This design comes from an exercise in tuning for small area, a short achievable clock period and few clock cycles per item on the open sky130 flow, not from production work.
Power is estimated from default activity; no workload was simulated.

== wip/violet ==
==> flow/design.v <==
package iirl_pkg;
	localparam int CAPACITY_DEF    = 16;
	localparam int VALUE_WIDTH_DEF = 32;
	typedef enum logic [1:0] {
		FUNC_READ   = 2'd0,
		FUNC_INSERT = 2'd1,
		FUNC_REMOVE = 2'd2,
		FUNC_FILL   = 2'd3
	} func_t;
	typedef enum logic [1:0] {
		STAT_OK    = 2'd0,
		STAT_RANGE = 2'd1,
		STAT_FULL  = 2'd2
	} status_t;
	typedef struct packed {
		logic load;
		logic exec;
	} iirl_cmd_t;
endpackage
module iirl_ctrl (
	input  logic clk,
	input  logic arst_n,
	input  logic req_valid,
	output logic req_ready,
	output logic rsp_valid,
	input  logic rsp_ready,
	output logic q_free,    
	output logic exec,      
	output logic o_from_x,  
	output logic o_from_k,  
	output logic k_load,    
	output logic k_busy     
);
	logic q_valid, o_valid, k_valid;
	logic q_valid_d, o_valid_d, k_valid_d;
	logic ready_q, rsp_valid_q;    
	logic take;
	assign take      = o_valid & rsp_ready;
	assign exec      = q_valid & ~k_valid;
	assign q_free    = ~q_valid | ~k_valid;
	assign req_ready = ready_q;
	assign rsp_valid = rsp_valid_q;
	assign o_from_k  = k_valid & take;
	assign o_from_x  = exec & (~o_valid | take);
	assign k_load    = exec & o_valid & ~take;
	assign k_busy    = k_valid;
	assign q_valid_d = (q_free & req_valid) | (q_valid & ~exec);
	assign o_valid_d = o_from_k | o_from_x | (o_valid & ~take);
	assign k_valid_d = k_load | (k_valid & ~take);
	always_ff @(posedge clk or negedge arst_n) begin
		if (!arst_n) begin
			q_valid     <= 1'b0;
			o_valid     <= 1'b0;
			k_valid     <= 1'b0;
			ready_q     <= 1'b1;
			rsp_valid_q <= 1'b0;
		end else begin
			q_valid     <= q_valid_d;
			o_valid     <= o_valid_d;
			k_valid     <= k_valid_d;
			ready_q     <= ~q_valid_d | ~k_valid_d;
			rsp_valid_q <= o_valid_d;
		end
	end
endmodule
module iirl_dpath #(
	parameter int CAPACITY    = iirl_pkg::CAPACITY_DEF,
	parameter int VALUE_WIDTH = iirl_pkg::VALUE_WIDTH_DEF,
	localparam int CNT_W      = $clog2(CAPACITY + 1)
) (
	input  logic                   clk,
	input  logic                   arst_n,
	input  logic                   q_free,
	input  logic                   exec,
	input  logic                   o_from_x,
	input  logic                   o_from_k,
	input  logic                   k_load,
	input  logic                   k_busy,
	input  logic [1:0]             in_func,
	input  logic [CNT_W-1:0]       in_position,
	input  logic [VALUE_WIDTH-1:0] in_value,
	output logic [VALUE_WIDTH-1:0] element,
	output logic [CNT_W-1:0]       count,
	output logic [1:0]             status
);
	localparam int IW = $clog2(CAPACITY);
	localparam logic [CNT_W-1:0] CAP_C = CNT_W'(CAPACITY);
	localparam logic [IW-1:0]    LAST  = IW'(CAPACITY - 1);
	function automatic logic gt4(input logic [IW-1:0] a, input logic [IW-1:0] b);
		logic r;
		r = 1'b0;
		for (int i = 0; i < IW; i++) r = (a[i] & ~b[i]) | (~(a[i] ^ b[i]) & r);
		gt4 = r;
	endfunction
	function automatic logic gt5(input logic [CNT_W-1:0] a, input logic [CNT_W-1:0] b);
		logic r;
		r = 1'b0;
		for (int i = 0; i < CNT_W; i++) r = (a[i] & ~b[i]) | (~(a[i] ^ b[i]) & r);
		gt5 = r;
	endfunction
	logic [CNT_W-1:0]       used_q, used_d;
	logic [CNT_W-1:0]       used_up, used_dn;    
	logic [IW-1:0]          ptr_q [CAPACITY];
	logic [VALUE_WIDTH-1:0] word_q [CAPACITY];
	logic [CNT_W-1:0]       pos_q;
	logic [VALUE_WIDTH-1:0] val_q;
	logic                   rd_ok, ins_ok, rem_ok, fill_ok;
	iirl_pkg::status_t      status_d;
	localparam int NC = 4;
	logic [CNT_W-1:0] cand [NC];
	logic [NC-1:0]    c_pick, c_lt, c_gt, c_full;
	assign cand[0] = used_q;
	assign cand[1] = used_up;
	assign cand[2] = used_dn;
	assign cand[3] = pos_q;
	assign c_pick[1] = exec & ins_ok;
	assign c_pick[2] = exec & rem_ok;
	assign c_pick[3] = exec & fill_ok;
	assign c_pick[0] = ~(c_pick[1] | c_pick[2] | c_pick[3]);
	for (genvar c = 0; c < NC; c++) begin : g_cmp
		assign c_lt[c]   = gt5(cand[c], in_position);
		assign c_gt[c]   = gt5(in_position, cand[c]);
		assign c_full[c] = (cand[c] == CAP_C);
	end
	logic              in_lt, in_gt, in_full;
	logic              in_rd, in_ins, in_rem, in_fill;
	iirl_pkg::status_t in_status;
	assign in_lt   = |(c_pick & c_lt);
	assign in_gt   = |(c_pick & c_gt);
	assign in_full = |(c_pick & c_full);
	always_comb begin
		in_status = iirl_pkg::STAT_OK;
		in_rd     = 1'b0;
		in_ins    = 1'b0;
		in_rem    = 1'b0;
		in_fill   = 1'b0;
		case (in_func)
			iirl_pkg::FUNC_READ: begin
				if (in_lt) in_rd = 1'b1;
				else in_status = iirl_pkg::STAT_RANGE;
			end
			iirl_pkg::FUNC_INSERT: begin
				if (in_gt) in_status = iirl_pkg::STAT_RANGE;
				else if (in_full) in_status = iirl_pkg::STAT_FULL;
				else in_ins = 1'b1;
			end
			iirl_pkg::FUNC_REMOVE: begin
				if (in_lt) in_rem = 1'b1;
				else in_status = iirl_pkg::STAT_RANGE;
			end
			default: begin
				if (gt5(in_position, CAP_C)) in_status = iirl_pkg::STAT_RANGE;
				else in_fill = 1'b1;
			end
		endcase
	end
	always_ff @(posedge clk) begin
		if (q_free) begin
			pos_q    <= in_position;
			val_q    <= in_value;
			rd_ok    <= in_rd;
			ins_ok   <= in_ins;
			rem_ok   <= in_rem;
			fill_ok  <= in_fill;
			status_d <= in_status;
		end
	end
	logic elem_d;
	assign elem_d = rd_ok | rem_ok;
	always_comb begin
		used_d = used_q;
		if (ins_ok) used_d = used_up;
		if (rem_ok) used_d = used_dn;
		if (fill_ok) used_d = pos_q;
	end
	always_ff @(posedge clk or negedge arst_n) begin
		if (!arst_n) begin
			used_q  <= '0;
			used_up <= CNT_W'(1);
			used_dn <= '1;
		end else if (exec) begin
			used_q <= used_d;
			if (ins_ok) begin
				used_up <= used_up + CNT_W'(1);
				used_dn <= used_q;
			end else if (rem_ok) begin
				used_up <= used_q;
				used_dn <= used_dn - CNT_W'(1);
			end else if (fill_ok) begin
				used_up <= pos_q + CNT_W'(1);
				used_dn <= pos_q - CNT_W'(1);
			end
		end
	end
	logic [IW-1:0] x, last_slot, rd_slot;
	assign x         = pos_q[IW-1:0];
	assign last_slot = ptr_q[CAPACITY-1];
	for (genvar i = 0; i < CAPACITY; i++) begin : g_ptr
		localparam int PREV = (i == 0) ? 0 : i - 1;
		localparam int NEXT = (i == CAPACITY - 1) ? i : i + 1;
		logic at_x, above_x;
		assign at_x    = (x == IW'(i));
		assign above_x = gt4(IW'(i), x);
		always_ff @(posedge clk or negedge arst_n) begin
			if (!arst_n) begin
				ptr_q[i] <= IW'(i);
			end else if (exec) begin
				if (ins_ok) begin
					if (at_x) ptr_q[i] <= last_slot;
					else if (above_x) ptr_q[i] <= ptr_q[PREV];
				end else if (rem_ok) begin
					if (i == CAPACITY - 1) ptr_q[i] <= rd_slot;
					else if (at_x || above_x) ptr_q[i] <= ptr_q[NEXT];
				end
			end
		end
	end
	for (genvar s = 0; s < CAPACITY; s++) begin : g_word
		always_ff @(posedge clk) begin
			if (exec && (fill_ok || (ins_ok && last_slot == IW'(s))))
				word_q[s] <= val_q;
		end
	end
	logic [CAPACITY-1:0] p_oh, x_oh, src_oh;
	logic                mv_ins, mv_rem, p_at_x, rd_en, ld_rd;
	logic [IW-1:0]       look;
	for (genvar i = 0; i < CAPACITY; i++) begin : g_oh
		assign p_oh[i] = (in_position[IW-1:0] == IW'(i));
		assign x_oh[i] = (x == IW'(i));
	end
	assign mv_ins = exec & ins_ok;
	assign mv_rem = exec & rem_ok;
	assign p_at_x = |(p_oh & x_oh);
	for (genvar i = 0; i < CAPACITY; i++) begin : g_src
		localparam int PREV = (i == 0) ? 0 : i - 1;
		localparam int NEXT = (i == CAPACITY - 1) ? i : i + 1;
		logic below_x, from_up, from_down;
		assign below_x   = gt4(x, IW'(i));
		assign from_up   = (i < CAPACITY - 1) && mv_ins && !below_x && p_oh[NEXT];
		assign from_down = (i > 0) && mv_rem && !gt4(x, IW'(PREV)) && p_oh[PREV];
		assign src_oh[i] = q_free & (
			(p_oh[i] & (!(mv_ins | mv_rem) | below_x)) | from_up | from_down |
			(mv_ins & (i == CAPACITY - 1) & p_at_x) |
			(mv_rem & x_oh[i] & p_oh[CAPACITY-1]))
			| (!q_free & x_oh[i]);
	end
	always_comb begin
		look = '0;
		for (int i = 0; i < CAPACITY; i++)
			if (src_oh[i]) look = look | ptr_q[i];
	end
	assign ld_rd = k_busy ? o_from_k : !k_load;
	always_ff @(posedge clk) begin
		if (ld_rd) begin
			rd_slot <= look;
			rd_en   <= q_free ? (in_rd | in_rem) : elem_d;
		end
	end
	logic [VALUE_WIDTH-1:0] rd_word;
	always_comb begin
		rd_word = '0;
		for (int s = 0; s < CAPACITY; s++)
			if (rd_slot == IW'(s)) rd_word = rd_word | word_q[s];
	end
	iirl_pkg::status_t k_status;
	always_ff @(posedge clk) begin
		if (k_load) k_status <= status_d;
	end
	logic [VALUE_WIDTH-1:0] element_q;
	logic [CNT_W-1:0]       count_q;
	iirl_pkg::status_t      status_q;
	always_ff @(posedge clk) begin
		if (o_from_k || o_from_x) begin
			element_q <= rd_en ? rd_word : '0;
			count_q   <= k_busy ? used_q : used_d;
			status_q  <= k_busy ? k_status : status_d;
		end
	end
	assign element = element_q;
	assign count   = count_q;
	assign status  = status_q;
endmodule
module indexed_insert_remove_list #(
	parameter int CAPACITY    = iirl_pkg::CAPACITY_DEF,
	parameter int VALUE_WIDTH = iirl_pkg::VALUE_WIDTH_DEF,
	localparam int CNT_W      = $clog2(CAPACITY + 1)
) (
	input  logic                   clk,
	input  logic                   arst_n,
	input  logic                   req_valid,
	output logic                   req_ready,
	input  logic [1:0]             req_func,
	input  logic [CNT_W-1:0]       req_position,
	input  logic [VALUE_WIDTH-1:0] req_value,
	output logic                   rsp_valid,
	input  logic                   rsp_ready,
	output logic [VALUE_WIDTH-1:0] rsp_element,
	output logic [CNT_W-1:0]       rsp_count,
	output logic [1:0]             rsp_status
);
	logic q_free, exec, o_from_x, o_from_k, k_load, k_busy;
	iirl_ctrl u_ctrl (
		.clk       (clk),
		.arst_n    (arst_n),
		.req_valid (req_valid),
		.req_ready (req_ready),
		.rsp_valid (rsp_valid),
		.rsp_ready (rsp_ready),
		.q_free    (q_free),
		.exec      (exec),
		.o_from_x  (o_from_x),
		.o_from_k  (o_from_k),
		.k_load    (k_load),
		.k_busy    (k_busy)
	);
	iirl_dpath #(
		.CAPACITY    (CAPACITY),
		.VALUE_WIDTH (VALUE_WIDTH)
	) u_dpath (
		.clk         (clk),
		.arst_n      (arst_n),
		.q_free      (q_free),
		.exec        (exec),
		.o_from_x    (o_from_x),
		.o_from_k    (o_from_k),
		.k_load      (k_load),
		.k_busy      (k_busy),
		.in_func     (req_func),
		.in_position (req_position),
		.in_value    (req_value),
		.element     (rsp_element),
		.count       (rsp_count),
		.status      (rsp_status)
	);
endmodule
Settings: LEC_CHECK=0, CAP_MARGIN=20, CELL_PAD_IN_SITES_DETAIL_PLACEMENT=1, CELL_PAD_IN_SITES_GLOBAL_PLACEMENT=1, CORE_MARGIN=2, CORE_UTILIZATION=50, CTS_BUF_LIST=sky130_fd_sc_hd__clkbuf_8, SETUP_SLACK_MARGIN=2.6, SLEW_MARGIN=20; clock period 5.0 ns.
standard.sh (not shown) runs the stock make flow with config.mk's settings and CLKGATE_MAP_FILE= SYNTH_SCRIPT=/design/flow/synth_recipe.tcl, a recipe that flattens the netlist after the stock synthesis.
==> flow/flow/run.sh <==
#!/bin/bash
# The standard layout, with two settings the platform fixes changed:
# the port buffers are plain buffers rather than delay cells, and timing
# repair may resize cells across footprints.
set -euo pipefail
bash standard.sh MATCH_CELL_FOOTPRINT=0 "BUFFER_PORTS_ARGS=-buffer_cell sky130_fd_sc_hd__buf_2" finish > standard.log 2>&1
Changes in wip/raven relative to wip/violet:
-- flow/design.v --
<<< wip/violet, line 239
		assign from_up   = (i < CAPACITY - 1) && mv_ins && !below_x && p_oh[NEXT];
		assign from_down = (i > 0) && mv_rem && !gt4(x, IW'(PREV)) && p_oh[PREV];
		assign src_oh[i] = q_free & (
			(p_oh[i] & (!(mv_ins | mv_rem) | below_x)) | from_up | from_down |
			(mv_ins & (i == CAPACITY - 1) & p_at_x) |
			(mv_rem & x_oh[i] & p_oh[CAPACITY-1]))
			| (!q_free & x_oh[i]);
	end
	always_comb begin
>>> wip/raven, line 239
		assign from_up   = (i < CAPACITY - 1) && mv_ins && !below_x && p_oh[NEXT];
		assign from_down = (i > 0) && mv_rem && !gt4(x, IW'(PREV)) && p_oh[PREV];
		assign src_oh[i] = (p_oh[i] & (!(mv_ins | mv_rem) | below_x)) | from_up | from_down |
			(mv_ins & (i == CAPACITY - 1) & p_at_x) |
			(mv_rem & x_oh[i] & p_oh[CAPACITY-1]);
	end
	always_comb begin
<<< wip/violet, line 250
			if (src_oh[i]) look = look | ptr_q[i];
	end
	assign ld_rd = k_busy ? o_from_k : !k_load;
	always_ff @(posedge clk) begin
		if (ld_rd) begin
			rd_slot <= look;
			rd_en   <= q_free ? (in_rd | in_rem) : elem_d;
		end
	end
>>> wip/raven, line 248
			if (src_oh[i]) look = look | ptr_q[i];
	end
	logic [IW-1:0] q_slot;
	logic          q_en;
	always_ff @(posedge clk) begin
		if (q_free) begin
			q_slot <= look;
			q_en   <= in_rd | in_rem;
		end
	end
	assign ld_rd = k_busy ? o_from_k : !k_load;
	always_ff @(posedge clk) begin
		if (ld_rd) begin
			rd_slot <= q_free ? look : q_slot;
			rd_en   <= q_free ? (in_rd | in_rem) : q_en;
		end
	end
==> comparison <==
Fmax | wip/raven vs wip/violet | wip/raven slower. Against wip/violet, core footprint in wip/raven came out better. Compared with wip/violet, area after synthesis in wip/raven decreased by a few percent. Diff wip/violet -> wip/raven | post-layout minimum cycle time | increase of 0.063 ns. The final reports for wip/raven and wip/violet show post-place setup slack lower in the former. Setup slack in wip/raven is smaller than in wip/violet. The weighted congestion at the end of routability-driven global placement in wip/violet is 1.08 times that in wip/raven. Compared with wip/violet, wip/raven shows a overall power consumption that is about 3% lower. Side by side, arrival time of data at the critical path endpoint turned out lower in wip/raven than in wip/violet. The relative slew slack of wip/raven was superior to that of wip/violet. Proportion of layout cells with a drive suffix above 1 (wip/raven over wip/violet): increase, 0.24 points.
No run of this note included a check of the RTL's function; only the layout flow was run.

==> port drivers added, routing unchanged <==
No port has a modelled driver above. Below, the same layouts with a new extraction and two added sets of constraints. Step 1 sets driving cells, clkbuf_16 on the clock port and buf_2 on the other inputs (assumed; they add their load-dependent delay and slew). Step 2, shift: input delay + t, output delay - t, t = (earliest + latest rising clock arrival at the registers) / 2. This alone moves slack from input paths to output paths. Three values: ideal ports, drivers, drivers and shift; two values: the first two.
| run | t (ns) | setup slack, ns | slew at the worst register clock pin (ns) |
|---|---|---|---|
| wip/violet | 0.766 | 2.289 / 2.289 / 1.796 | 0.07 / 0.07 |
| wip/raven | 0.770 | 2.226 / 2.226 / 1.524 | 0.08 / 0.08 |
After both steps setup and hold are still met in every run listed. For wip/raven, which loses most, drivers alone change the setup slack by 0.000 ns; drivers and shift together by -0.702 ns.
